From an optimization exercise on the open Yosys and OpenROAD flow, aimed at small area, a short achievable clock period and few clock cycles per item; shortcuts taken in it are not production practice.
The RTL was checked by simulation tests, not by an equivalence proof against the original design.
Power is estimated from default activity; no workload was simulated.

==> flow/design.v <==
module alu_mc #(
  parameter int unsigned WIDTH = 32
) (
  input  logic             cpu_clk,
  input  logic             cpu_rst,
  input  logic             in_valid,
  output logic             in_ready,
  input  logic [4:0]       alu_op,
  input  logic [WIDTH-1:0] A,
  input  logic [WIDTH-1:0] B,
  input  logic             flush,
  output logic             out_valid,
  input  logic             out_ready,
  output logic [WIDTH-1:0] res,
  output logic             zero,
  output logic             less
);
  localparam int unsigned SHW = $clog2(WIDTH);
  localparam int unsigned CW  = SHW + 1;
  localparam int unsigned DW  = 2 * WIDTH;
  localparam logic [4:0] OP_ADD    = 5'd0;
  localparam logic [4:0] OP_SUB    = 5'd1;
  localparam logic [4:0] OP_AND    = 5'd2;
  localparam logic [4:0] OP_OR     = 5'd3;
  localparam logic [4:0] OP_XOR    = 5'd4;
  localparam logic [4:0] OP_SLL    = 5'd5;
  localparam logic [4:0] OP_SRL    = 5'd6;
  localparam logic [4:0] OP_SRA    = 5'd7;
  localparam logic [4:0] OP_SLT    = 5'd8;
  localparam logic [4:0] OP_SLTU   = 5'd9;
  localparam logic [4:0] OP_MUL    = 5'd10;
  localparam logic [4:0] OP_MULH   = 5'd11;
  localparam logic [4:0] OP_MULHSU = 5'd12;
  localparam logic [4:0] OP_MULHU  = 5'd13;
  localparam logic [4:0] OP_DIV    = 5'd14;
  localparam logic [4:0] OP_DIVU   = 5'd15;
  localparam logic [4:0] OP_REM    = 5'd16;
  localparam logic [4:0] OP_REMU   = 5'd17;
  typedef enum logic [1:0] {IDLE, BUSY, DONE} state_t;
  state_t           state, state_nxt;
  logic             accept_c, is_long_c, last_c;
  logic             a_neg_c, b_neg_c;
  logic [WIDTH-1:0] a_mag_c, b_mag_c, quick_res_c;
  logic [4:0]       op_q;
  logic [WIDTH-1:0] a_q, b_q, hi_q, lo_q, mc_q;
  logic             a_neg_q, b_neg_q;
  logic [CW-1:0]    cnt_q;
  logic [WIDTH:0]   sum_c, shl_c, diff_c;
  logic [WIDTH-1:0] hi_n_c, lo_n_c, q_c, r_c, long_res_c;
  logic [DW-1:0]    prod_c;
  function automatic logic slt_f(input logic [WIDTH-1:0] a, input logic [WIDTH-1:0] b);
    logic [WIDTH:0] d;
    d = {a[WIDTH-1], a} + {~b[WIDTH-1], ~b} + {{WIDTH{1'b0}}, 1'b1};
    slt_f = d[WIDTH];
  endfunction
  assign in_ready  = (state == IDLE);
  assign out_valid = (state == DONE);
  assign is_long_c = (alu_op >= OP_MUL) && (alu_op <= OP_REMU);
  assign last_c    = (cnt_q == CW'(WIDTH - 1));
  always_ff @(posedge cpu_clk) begin
    if (cpu_rst) state <= IDLE;
    else         state <= state_nxt;
  end
  always_comb begin
    state_nxt = state;
    accept_c  = 1'b0;
    case (state)
      IDLE: if (in_valid && !flush) begin
        accept_c  = 1'b1;
        state_nxt = is_long_c ? BUSY : DONE;
      end
      BUSY: if (last_c) state_nxt = DONE;
      DONE: if (out_ready) state_nxt = IDLE;
      default: state_nxt = IDLE;
    endcase
    if (flush) state_nxt = IDLE;
  end
  always_comb begin
    a_neg_c = A[WIDTH-1] && (alu_op == OP_MULH || alu_op == OP_MULHSU ||
                             alu_op == OP_DIV  || alu_op == OP_REM);
    b_neg_c = B[WIDTH-1] && (alu_op == OP_MULH || alu_op == OP_DIV || alu_op == OP_REM);
    a_mag_c = a_neg_c ? (~A + WIDTH'(1)) : A;
    b_mag_c = b_neg_c ? (~B + WIDTH'(1)) : B;
  end
  always_comb begin
    quick_res_c = '0;
    case (alu_op)
      OP_ADD:  quick_res_c = A + B;
      OP_SUB:  quick_res_c = A + ~B + WIDTH'(1);
      OP_AND:  quick_res_c = A & B;
      OP_OR:   quick_res_c = A | B;
      OP_XOR:  quick_res_c = A ^ B;
      OP_SLL:  quick_res_c = A << B[SHW-1:0];
      OP_SRL:  quick_res_c = A >> B[SHW-1:0];
      OP_SRA:  quick_res_c = WIDTH'($signed(A) >>> B[SHW-1:0]);
      OP_SLT:  quick_res_c = WIDTH'(slt_f(A, B));
      OP_SLTU: quick_res_c = WIDTH'(A < B);
      default: quick_res_c = '0;
    endcase
  end
  always_comb begin
    sum_c  = {1'b0, hi_q} + (lo_q[0] ? {1'b0, mc_q} : '0);
    shl_c  = {hi_q, lo_q[WIDTH-1]};
    diff_c = shl_c - {1'b0, mc_q};
    if (op_q >= OP_DIV) begin
      hi_n_c = diff_c[WIDTH] ? shl_c[WIDTH-1:0] : diff_c[WIDTH-1:0];
      lo_n_c = {lo_q[WIDTH-2:0], ~diff_c[WIDTH]};
    end else begin
      hi_n_c = sum_c[WIDTH:1];
      lo_n_c = {sum_c[0], lo_q[WIDTH-1:1]};
    end
    prod_c = {hi_n_c, lo_n_c};
    if (a_neg_q ^ b_neg_q) prod_c = ~prod_c + DW'(1);
    q_c = (a_neg_q ^ b_neg_q) ? (~lo_n_c + WIDTH'(1)) : lo_n_c;
    r_c = a_neg_q ? (~hi_n_c + WIDTH'(1)) : hi_n_c;
    long_res_c = '0;
    case (op_q)
      OP_MUL:                      long_res_c = prod_c[WIDTH-1:0];
      OP_MULH, OP_MULHSU, OP_MULHU: long_res_c = prod_c[DW-1:WIDTH];
      OP_DIV, OP_DIVU:             long_res_c = (b_q == '0) ? '1 : q_c;
      OP_REM, OP_REMU:             long_res_c = (b_q == '0) ? a_q : r_c;
      default:                     long_res_c = '0;
    endcase
  end
  always_ff @(posedge cpu_clk) begin
    if (cpu_rst) begin
      op_q    <= '0;
      a_q     <= '0;
      b_q     <= '0;
      hi_q    <= '0;
      lo_q    <= '0;
      mc_q    <= '0;
      a_neg_q <= 1'b0;
      b_neg_q <= 1'b0;
      cnt_q   <= '0;
      res     <= '0;
      zero    <= 1'b1;
      less    <= 1'b0;
    end else if (accept_c) begin
      op_q    <= alu_op;
      a_q     <= A;
      b_q     <= B;
      a_neg_q <= a_neg_c;
      b_neg_q <= b_neg_c;
      cnt_q   <= '0;
      hi_q    <= '0;
      if (alu_op >= OP_DIV) begin
        lo_q <= a_mag_c;
        mc_q <= b_mag_c;
      end else begin
        lo_q <= b_mag_c;
        mc_q <= a_mag_c;
      end
      if (!is_long_c) begin
        res  <= quick_res_c;
        zero <= (quick_res_c == '0);
        less <= slt_f(A, B);
      end
    end else if (state == BUSY && !flush) begin
      hi_q  <= hi_n_c;
      lo_q  <= lo_n_c;
      cnt_q <= cnt_q + CW'(1);
      if (last_c) begin
        res  <= long_res_c;
        zero <= (long_res_c == '0);
        less <= slt_f(a_q, b_q);
      end
    end
  end
endmodule
==> flow/run.sh <==
#!/bin/bash
# synth_recipe.tcl (not shown) runs the flow's synth.tcl, then flattens the netlist and writes it again
# the make line also repeats each setting of config.mk as NAME=value (left out here)
make -C /OpenROAD-flow-scripts/flow DESIGN_CONFIG=/design/flow/config.mk WORK_HOME=/design/flow/orfs CLKGATE_MAP_FILE= SYNTH_SCRIPT=/design/flow/synth_recipe.tcl finish
==> flow/config.mk <==
export PLATFORM = sky130hd
export DESIGN_NAME = alu_mc
export DESIGN_NICKNAME = alu_mc
export VERILOG_FILES = /design/flow/design.v
export SDC_FILE = /design/flow/constraint.sdc
export NUM_CORES = 4
export LEC_CHECK = 0
export CAP_MARGIN = 20
export CORE_MARGIN = 2
export CORE_UTILIZATION = 40
export SLEW_MARGIN = 20
==> flow/constraint.sdc <==
create_clock -name core_clock -period 10.0 [get_ports {cpu_clk}]
set_input_delay 2.0000 -clock core_clock [delete_from_list [all_inputs] [get_ports {cpu_clk}]]
set_output_delay 2.0000 -clock core_clock [all_outputs]
set_load 0.01 [all_outputs]
==> notes.md <==
sequential cells by signal, summed over array words and instances, names as in the netlist:
name,cells
less,1
b_q,32
a_neg_q,1
lo_q,32
state,2
hi_q,32
mc_q,32
b_neg_q,1
res,32
op_q,5
zero,1
a_q,32
cnt_q,6
worst max-delay path, cell delays in order:
cell,delay [ps]
buf_2,430
clkinv_1,490
ha_1,470
o21bai_1,110
a211o_1,350
a21boi_0,250
o21ai_0,330
a2111oi_0,940
nor3_1,210
o41ai_1,760
nor4_1,110
nor4_1,300
nor2_1,80
a31oi_1,230
nand3_1,100
or4_1,510
o21ai_0,370
o32ai_1,160
nor2_1,130
routing by layer:
| layer | routed length, um | global-route usage, % |
|---|---|---|
| met1 | 52500 | 46.1 |
| met2 | 56100 | 54.7 |
| met3 | 10300 | 3.61 |
| met4 | 7420 | 17.1 |
| met5 | 0 | 0 |
cell usage in the layout (no fill, tap or decap), drive strengths merged, types with 54 or more instances in the layout:
master           n
nand2          543
o21ai          194
ha             197
dfxtp          209
inv            184
nand3           95
mux4            71
a21oi          417
mux2i           81
a21o            54
buf             86
clkdlybuf4s50  103
o211ai          90
nand4           56
xnor2          103
a31oi           58
nor2           428
nor3            94
a211oi          79
and2            54
cells by family (layout without fill, tap and decap cells):
kind of cell | Yosys count | in the layout | synth area share, %
AO/OA/AOI/OAI | 1249 | 1249 | 29.6
multiplexers | 168 | 168 | 9.33
adder cells (fa/ha/maj) | 201 | 201 | 9.16
buffers and inverters | 479 | 418 | 6.71
XOR/XNOR | 151 | 151 | 4.76
other | 0 | 1 | 0
AND/OR/NAND/NOR | 1517 | 1517 | 25.3
flip-flops | 209 | 209 | 15.1
report_power, final:
part / internal [W] / leakage [nW] / switching [W]
Clock: 0.000612 / 0.419 / 0.000397
Combinational: 0.000411 / 9.70 / 0.000784
Sequential: 0.000868 / 1.70 / 0.0000428
Total: 0.00189 / 11.8 / 0.00122
path summary, 6_finish.rpt:
check                           startpoint      to  slack (ps)
worst max-delay path                  B[1]    zero        2180
worst min-delay path                res[5]  res[5]         450
worst max register to register    lo_q[31]    zero        2670
worst min register to register      res[5]  res[5]         450
cell type report:
| class | instances | area (um2) |
|---|---|---|
| diodes | 1 | 2.50 |
| clock buffers | 36 | 697 |
| well taps | 931 | 1160 |
| repair buffers | 189 | 1680 |
| inverters | 185 | 694 |
| multi-input cells | 3286 | 21800 |
| flip-flops and latches | 209 | 4180 |
| clock inverters | 8 | 175 |
| fillers | 7323 | 38300 |
metrics by stage:
| stage | hold WS (ps) | utilization, % | instances | setup slack (ps) |
|---|---|---|---|---|
| after floorplan | 432 | - | 3974 | 2770 |
| after global placement | 444 | 43.0 | 4800 | 1950 |
| after detailed placement | 446 | 43.0 | 4800 | 1790 |
| after CTS | 455 | 44.3 | 4844 | 2380 |
| after global routing | 478 | 44.3 | 4844 | 1920 |
| final | 450 | 44.3 | 4845 | 2180 |
==> impl_summary.log <==
[metrics] run status: complete, no violations
[metrics] type of element launching the critical path: input port
[metrics] Clock Tree Root: clkbuf_16
[metrics] instance count along the most critical hold path: 2
[metrics] Core Area: approximately 0.069 mm2
[metrics] Die H: ~270 um
[metrics] crit end category: flop
[metrics] post-route minimum period: just under 8000 ps
[metrics] fraction of synthesized cell area taken by the top area cell type: between 10% and 20%
[metrics] mean instance size in the synthesized netlist: between 6 and 7 um2
[metrics] post-route standard cell area excluding fillers: about 0.03 mm2
[metrics] Power Total: 0.00311 W
[metrics] worst-path maximum fanout: 25
[metrics] First DRT Iteration DRCs: around 3500
[metrics] maximum level of the CTS H-tree: 1
[metrics] max-slew violation total from the final report: 0
[metrics] standard-cell rows: 96
[metrics] TritonCTS clock tree: yes
[metrics] cell accounting for the most synthesized area: dfxtp_1
[metrics] Data required, critical path: ~11000 ps
[metrics] Yosys reg bits: 209
[metrics] clock skew after layout: between 40 and 50 ps
[metrics] Initial Utilization: 40.4%
[metrics] VDD IR max: roughly 0.09 mV
[metrics] register area share after synthesis: ~15%
[metrics] nets@finish: approximately 4200
[metrics] antenna-violating nets left: 0
[metrics] total grt overflow: 0
[metrics] clock latency on the worst-skew pair: around 570 ps
[metrics] share of synthesized flip-flops with an asynchronous set or reset: 0%
[metrics] path type of the worst min-delay path: reg2reg
[metrics] number of maximum-capacitance violations: 0
[metrics] number of global-route vias before repair: around 28000
[metrics] primary flip-flop cell chosen by synthesis mapping: dfxtp_1
[metrics] Final Hold Fails: 0
[metrics] detailed-route via count: between 30000 and 40000
[metrics] hold buffer count at cts: 0
[metrics] worst setup path category: in2reg
[metrics] highest achievable clock rate: between 0.1 and 0.15 GHz
[metrics] unrepaired setup endpoints after global routing: no
[metrics] vias per cell: about 6.4
[metrics] number of detailed-route iterations in the first pass: 6
[metrics] Die Width: 267 um
[metrics] Max-Slew Margin vs Limit: a little over a fifth
[metrics] antenna violations before repair: 1
[metrics] Post-Place Cell Area: 0.0296 mm2
[metrics] post-DR wirelength/cell: around 26 um
[metrics] detailed placement HPWL: between 90000 and 100000 um
[metrics] arrival time worst endpoint: 8320 ps
[metrics] Die Outline Area: slightly above 0.07 mm2
[metrics] Pleak: around 12 nW
[metrics] leading cell types by count after synthesis: nand2_1 (542), nor2_1 (427), a21oi_1 (416)
[metrics] number of cells on the worst reg-to-reg path: 25
[metrics] share of post-route cells with drive strength above 1: 7.36%
[metrics] clk sinks: between 200 and 250
[metrics] transition at the pin with the smallest max-transition slack: 1170 ps
[metrics] GP Congestion: ~1
[metrics] GRT Util Overall: between 30% and 40%
[metrics] drt total wl: around 130000 um
[metrics] number of buffers created by CTS: 25
[metrics] Clock Tree Buf Depth: 3
[metrics] setup TNS after final layout: 0 ps
[metrics] count of unresolved DRC violations after routing: 0
[metrics] number of flops mapped to enable cells by yosys: 0
[metrics] total of warnings raised by yosys: 1
[metrics] Post-Syn Nets: roughly 4200
[metrics] number of post-CTS setup repair buffers: 0
[metrics] portion of the clock cycle consumed by the worst path in the final layout: around 78%
[metrics] final number of setup-violating endpoints: 0
[metrics] Synth area leaders: dfxtp_1 (15%), ha_1 (8.9%), a21oi_1 (7.5%)
[metrics] ports placed on the boundary: 110
[metrics] pwr dens: slightly above 100 mW/mm2
[metrics] leading cell type by number of instances after synthesis: nand2_1
[metrics] CTS clk-pin slew, worst paths: ~60 ps
[metrics] Mapped Cells: 3974
[metrics] Area Overhead vs Synth: 9.65%
[metrics] maximum number of pins on one net before global-route repair: ~170
[metrics] first-pass GRT wire length: 187000 um
[metrics] post-CTS resize count: 0
[metrics] Post-Synthesis Cell Area: 0.0278 mm2
[metrics] Unique masters post-synth: 107
[metrics] I/O Buffers: roughly 110
Testbench counts, summed over its fixed seeds: cycles 56,864, items 3,200.

port drivers added, routing unchanged:
The results above use ideal ports. As a check the final layout listed here was re-extracted and re-timed, cells and wires unchanged. Step 1 assumes that a clkbuf_16 drives the clock port and a buf_2 every other input. Step 2, shift: input delay + t, output delay - t, t = (earliest + latest rising clock arrival at the registers) / 2. This alone moves slack from input paths to output paths. Three values: no drivers, after step 1, after step 2; two values: the first two.
t (ns): 0.621
setup WS [ns]: 2.184 / 2.230 / 1.610
worst setup path after step 2: input to register
After both steps this run still meets setup and hold. The setup slack of this run moves by +0.046 ns with the drivers and by -0.574 ns with both steps.
